This design comes from an exercise in tuning for small area, a short achievable clock period and few clock cycles on the open sky130 flow, not from production work.
No activity file was given, so power comes from the tool's default toggle rates.

==> flow/design.v <==
package dls_pkg;
    localparam int MAX_TASKS_DEF   = 16;
    localparam int DELAY_WIDTH_DEF = 16;
    localparam int ID_W       = 4;
    localparam int NUM_IDS    = 16;
    localparam int KIND_W     = 2;
    localparam int DELAY_IN_W = 16;
    localparam int STATUS_W   = 2;
    localparam int S_DATA_W   = 24;
    localparam int M_DATA_W   = 8;
    localparam logic [KIND_W-1:0] KIND_ADD    = 2'd0;
    localparam logic [KIND_W-1:0] KIND_REMOVE = 2'd1;
    localparam logic [KIND_W-1:0] KIND_TICK   = 2'd2;
    localparam logic [KIND_W-1:0] KIND_NOP    = 2'd3;
    localparam logic [STATUS_W-1:0] ST_DONE      = 2'd0;
    localparam logic [STATUS_W-1:0] ST_ZERO      = 2'd1;
    localparam logic [STATUS_W-1:0] ST_NOT_FOUND = 2'd2;
    localparam logic [STATUS_W-1:0] ST_WAITING   = 2'd3;
endpackage
module dls_cell #(
    parameter int DELAY_WIDTH = dls_pkg::DELAY_WIDTH_DEF
) (
    input  logic                   i_clk,
    input  logic                   i_we,
    input  logic [DELAY_WIDTH-1:0] i_due,
    input  logic                   i_one,
    input  logic                   i_move,
    input  logic [DELAY_WIDTH-1:0] i_now,
    output logic                   o_hit
);
    logic [DELAY_WIDTH-1:0] r_due;
    logic                   r_hit;
    always_ff @(posedge i_clk) begin
        if (i_we) begin
            r_due <= i_due;
            r_hit <= i_one;
        end else if (i_move) begin
            r_hit <= (r_due == i_now);
        end
    end
    assign o_hit = r_hit;
endmodule
module dls_ctrl (
    input  logic                               i_clk,
    input  logic                               i_rst_n,
    input  logic                               s_tvalid,
    output logic                               s_tready,
    input  logic [dls_pkg::KIND_W-1:0]         s_kind,
    input  logic [dls_pkg::ID_W-1:0]           s_id,
    input  logic [dls_pkg::DELAY_IN_W-1:0]     s_delay,
    output logic                               o_w_valid,
    output logic [dls_pkg::KIND_W-1:0]         o_w_kind,
    output logic [dls_pkg::ID_W-1:0]           o_w_id,
    output logic [dls_pkg::DELAY_IN_W-1:0]     o_w_delay,
    input  logic                               i_w_take,
    input  logic                               i_busy_next,
    input  logic                               i_push,
    input  logic [dls_pkg::M_DATA_W:0]         i_push_word,    
    output logic                               o_room,
    output logic                               m_tvalid,
    input  logic                               m_tready,
    output logic [dls_pkg::M_DATA_W:0]         m_word
);
    logic                           r_ready;
    logic                           r_w_valid;
    logic [dls_pkg::KIND_W-1:0]     r_w_kind;
    logic [dls_pkg::ID_W-1:0]       r_w_id;
    logic [dls_pkg::DELAY_IN_W-1:0] r_w_delay;
    logic                           r_v0, r_v1;
    logic [dls_pkg::M_DATA_W:0]     r_q0, r_q1;
    logic                           pop, w_valid_n, v0_n, v1_n;
    assign w_valid_n = (r_w_valid && !i_w_take) || (s_tvalid && r_ready);
    always_ff @(posedge i_clk) begin
        if (!i_rst_n) begin
            r_w_valid <= 1'b0;
            r_ready   <= 1'b1;
        end else begin
            r_w_valid <= w_valid_n;
            r_ready   <= !w_valid_n || !(i_busy_next || v1_n);
        end
        if (r_ready) begin
            r_w_kind  <= s_kind;
            r_w_id    <= s_id;
            r_w_delay <= s_delay;
        end
    end
    assign s_tready  = r_ready;
    assign o_w_valid = r_w_valid;
    assign o_w_kind  = r_w_kind;
    assign o_w_id    = r_w_id;
    assign o_w_delay = r_w_delay;
    assign pop    = r_v0 && m_tready;
    assign o_room = !r_v1;
    always_comb begin
        v0_n = r_v0;
        v1_n = r_v1;
        if (pop) begin
            v0_n = r_v1 || i_push;
            v1_n = 1'b0;
        end else if (i_push) begin
            v0_n = 1'b1;
            v1_n = r_v0;
        end
    end
    always_ff @(posedge i_clk) begin
        if (!i_rst_n) begin
            r_v0 <= 1'b0;
            r_v1 <= 1'b0;
        end else begin
            r_v0 <= v0_n;
            r_v1 <= v1_n;
        end
        if (pop) begin
            r_q0 <= r_v1 ? r_q1 : i_push_word;
        end else if (!r_v0) begin
            r_q0 <= i_push_word;
        end
        if (i_push && r_v0 && !pop) begin
            r_q1 <= i_push_word;
        end
    end
    assign m_tvalid = r_v0;
    assign m_word   = r_q0;
endmodule
module delta_list_sleep_queue #(
    parameter int MAX_TASKS   = dls_pkg::MAX_TASKS_DEF,
    parameter int DELAY_WIDTH = dls_pkg::DELAY_WIDTH_DEF
) (
    input  logic                            i_clk,
    input  logic                            i_rst_n,
    input  logic                            s_tvalid,
    output logic                            s_tready,
    input  logic [dls_pkg::S_DATA_W-1:0]    s_tdata,    
    input  logic [dls_pkg::KIND_W-1:0]      s_tuser,    
    output logic                            m_tvalid,
    input  logic                            m_tready,
    output logic [dls_pkg::M_DATA_W-1:0]    m_tdata,    
    output logic                            m_tlast
);
    localparam int IW = dls_pkg::ID_W;
    logic                           w_valid;
    logic [dls_pkg::KIND_W-1:0]     w_kind;
    logic [IW-1:0]                  w_id;
    logic [DELAY_WIDTH-1:0]         w_delay;
    logic                           room;
    logic                           push;
    logic [dls_pkg::M_DATA_W:0]     push_word;
    logic [dls_pkg::M_DATA_W:0]     m_word;
    logic                           r_rel;        
    logic [MAX_TASKS-1:0]           r_pend;       
    logic [MAX_TASKS-1:0]           r_wait;       
    logic [DELAY_WIDTH-1:0]         r_now;        
    logic [MAX_TASKS-1:0]           hit, due, cand, rest, first, set, clr, we, id_hit;
    logic                           id_wait;
    logic [DELAY_WIDTH-1:0]         new_due;
    logic                           take, act, is_add, is_rem, is_tick;
    logic                           add_ok, rem_ok, releasing, last, rel_n, moved;
    logic [IW-1:0]                  rel_id;
    logic [dls_pkg::STATUS_W-1:0]   status;
    dls_ctrl u_ctrl (
        .i_clk       (i_clk),
        .i_rst_n     (i_rst_n),
        .s_tvalid    (s_tvalid),
        .s_tready    (s_tready),
        .s_kind      (s_tuser),
        .s_id        (s_tdata[3:0]),
        .s_delay     (s_tdata[19:4]),
        .o_w_valid   (w_valid),
        .o_w_kind    (w_kind),
        .o_w_id      (w_id),
        .o_w_delay   (w_delay),
        .i_w_take    (take),
        .i_busy_next (rel_n),
        .i_push      (push),
        .i_push_word (push_word),
        .o_room      (room),
        .m_tvalid    (m_tvalid),
        .m_tready    (m_tready),
        .m_word      (m_word)
    );
    assign {m_tdata, m_tlast} = m_word;
    logic [DELAY_WIDTH-1:0] cs_s, cs_c;
    assign cs_s    = ~(r_now ^ w_delay) ^ DELAY_WIDTH'(1);
    assign cs_c    = {(r_now[DELAY_WIDTH-2:1] | w_delay[DELAY_WIDTH-2:1]),
                      (r_now[0] & w_delay[0]), 1'b0};
    assign new_due = cs_s + cs_c;
    for (genvar g = 0; g < MAX_TASKS; g++) begin : g_slot
        dls_cell #(
            .DELAY_WIDTH (DELAY_WIDTH)
        ) u_cell (
            .i_clk (i_clk),
            .i_we    (we[g]),
            .i_due   (new_due),
            .i_one   (w_delay == DELAY_WIDTH'(1)),
            .i_move  (moved),
            .i_now   (r_now),
            .o_hit   (hit[g])
        );
    end
    assign act     = room && !r_rel;                  
    assign take    = act && w_valid;
    assign is_add  = take && (w_kind == dls_pkg::KIND_ADD);
    assign is_rem  = take && (w_kind == dls_pkg::KIND_REMOVE);
    assign is_tick = take && (w_kind == dls_pkg::KIND_TICK);
    assign id_hit  = MAX_TASKS'(1) << w_id;
    assign id_wait = |(id_hit & r_wait);
    assign add_ok  = (w_delay != '0) && !id_wait;
    assign rem_ok  = id_wait;
    assign due  = r_wait & hit;
    assign cand = r_rel ? r_pend : due;
    always_comb begin
        logic below;
        below = 1'b0;
        for (int i = 0; i < MAX_TASKS; i++) begin
            first[i] = cand[i] && !below;
            rest[i]  = cand[i] && below;
            below    = below || cand[i];
        end
    end
    always_comb begin
        rel_id = '0;
        for (int i = 0; i < MAX_TASKS; i++) begin
            if (first[i]) rel_id = rel_id | IW'(i);
        end
    end
    assign releasing = room && (r_rel || (is_tick && (due != '0)));
    assign moved     = is_tick;
    assign last      = (rest == '0);
    assign rel_n     = releasing ? !last : r_rel;
    always_comb begin
        for (int i = 0; i < MAX_TASKS; i++) begin
            set[i] = is_add && (w_delay != '0) && id_hit[i] && !r_wait[i];
            clr[i] = (is_rem && id_hit[i]) || (is_tick && due[i]);
        end
    end
    assign we = set;
    always_comb begin
        if (w_kind == dls_pkg::KIND_ADD) begin
            status = (w_delay == '0) ? dls_pkg::ST_ZERO :
                     id_wait         ? dls_pkg::ST_WAITING : dls_pkg::ST_DONE;
        end else if (w_kind == dls_pkg::KIND_REMOVE) begin
            status = rem_ok ? dls_pkg::ST_DONE : dls_pkg::ST_NOT_FOUND;
        end else begin
            status = dls_pkg::ST_DONE;
        end
    end
    assign push = releasing || (take && (w_kind != dls_pkg::KIND_NOP));
    assign push_word = releasing ? {last, rel_id, 1'b1, dls_pkg::ST_DONE, last}
                                 : {1'b0, {IW{1'b0}}, 1'b0, status, 1'b1};
    always_ff @(posedge i_clk) begin
        if (!i_rst_n) begin
            r_rel  <= 1'b0;
            r_pend <= '0;
            r_wait <= '0;
            r_now  <= '0;
        end else begin
            r_rel  <= rel_n;
            if (releasing) begin
                r_pend <= rest;
            end
            r_wait <= (r_wait & ~clr) | set;
            if (moved) begin
                r_now <= r_now + DELAY_WIDTH'(1);
            end
        end
    end
endmodule
clock: 7.0 ns
lec_check: 0
abc_area: 0
cap_margin: 20
core_margin: 2
core_utilization: 60
cts_buf_list: sky130_fd_sc_hd__clkbuf_8
setup_slack_margin: 4.2
slew_margin: 20
run.sh (not shown) runs the stock make flow with config.mk's settings and CLKGATE_MAP_FILE= SYNTH_SCRIPT=/design/flow/synth_recipe.tcl, a recipe that flattens the netlist after the stock synthesis.
The first run finished clean.
Change:
--- a/flow/config.mk
+++ b/flow/config.mk
@@ -8 +8 @@
-export ABC_AREA = 0
+export ABC_AREA = 1
After rerunning: Sequential power is about the same. Power rises slightly. Cell area stays flat. Fmax rises by about a fifth. Global-route usage rises by 0.91 points. Clock power rises by a little under a tenth. Die area rises by a few percent. Core utilization falls by 1.8 points. Synthesized cell count rises by about a fifth. Flip-flop and latch count stays the same. Area after synthesis rises by a few percent.
Function was not checked in any run of this note: the RTL went through the layout flow alone.

-- static timing again, ports no longer ideal --
In the flow no input, the clock included, has a driving cell. The finished layouts below were timed again as built, in two steps. Step 1: set_driving_cell puts a clkbuf_16 on i_clk and a buf_2 on each other input, an assumption about the parent block. Step 2 also shifts input and output timing later by t, the mid clock arrival at the registers, as if the neighbouring blocks saw the same clock. Slacks: ideal / step 1 / step 2; pairs: ideal / step 1.
| run | t, ns | setup slack, ns | worst setup path after step 2 | latest minus earliest clock arrival (ns) |
|---|---|---|---|---|
| the first run | 0.665 | 3.758 / 3.758 / 3.758 | register to register | 0.029 / 0.029 |
| the second run | 0.658 | 4.260 / 4.260 / 3.728 | input to register | 0.022 / 0.022 |
After both steps every run listed still meets setup and hold. For the second run, which loses most, drivers alone change the setup slack by 0.000 ns; drivers and shift together by -0.532 ns.
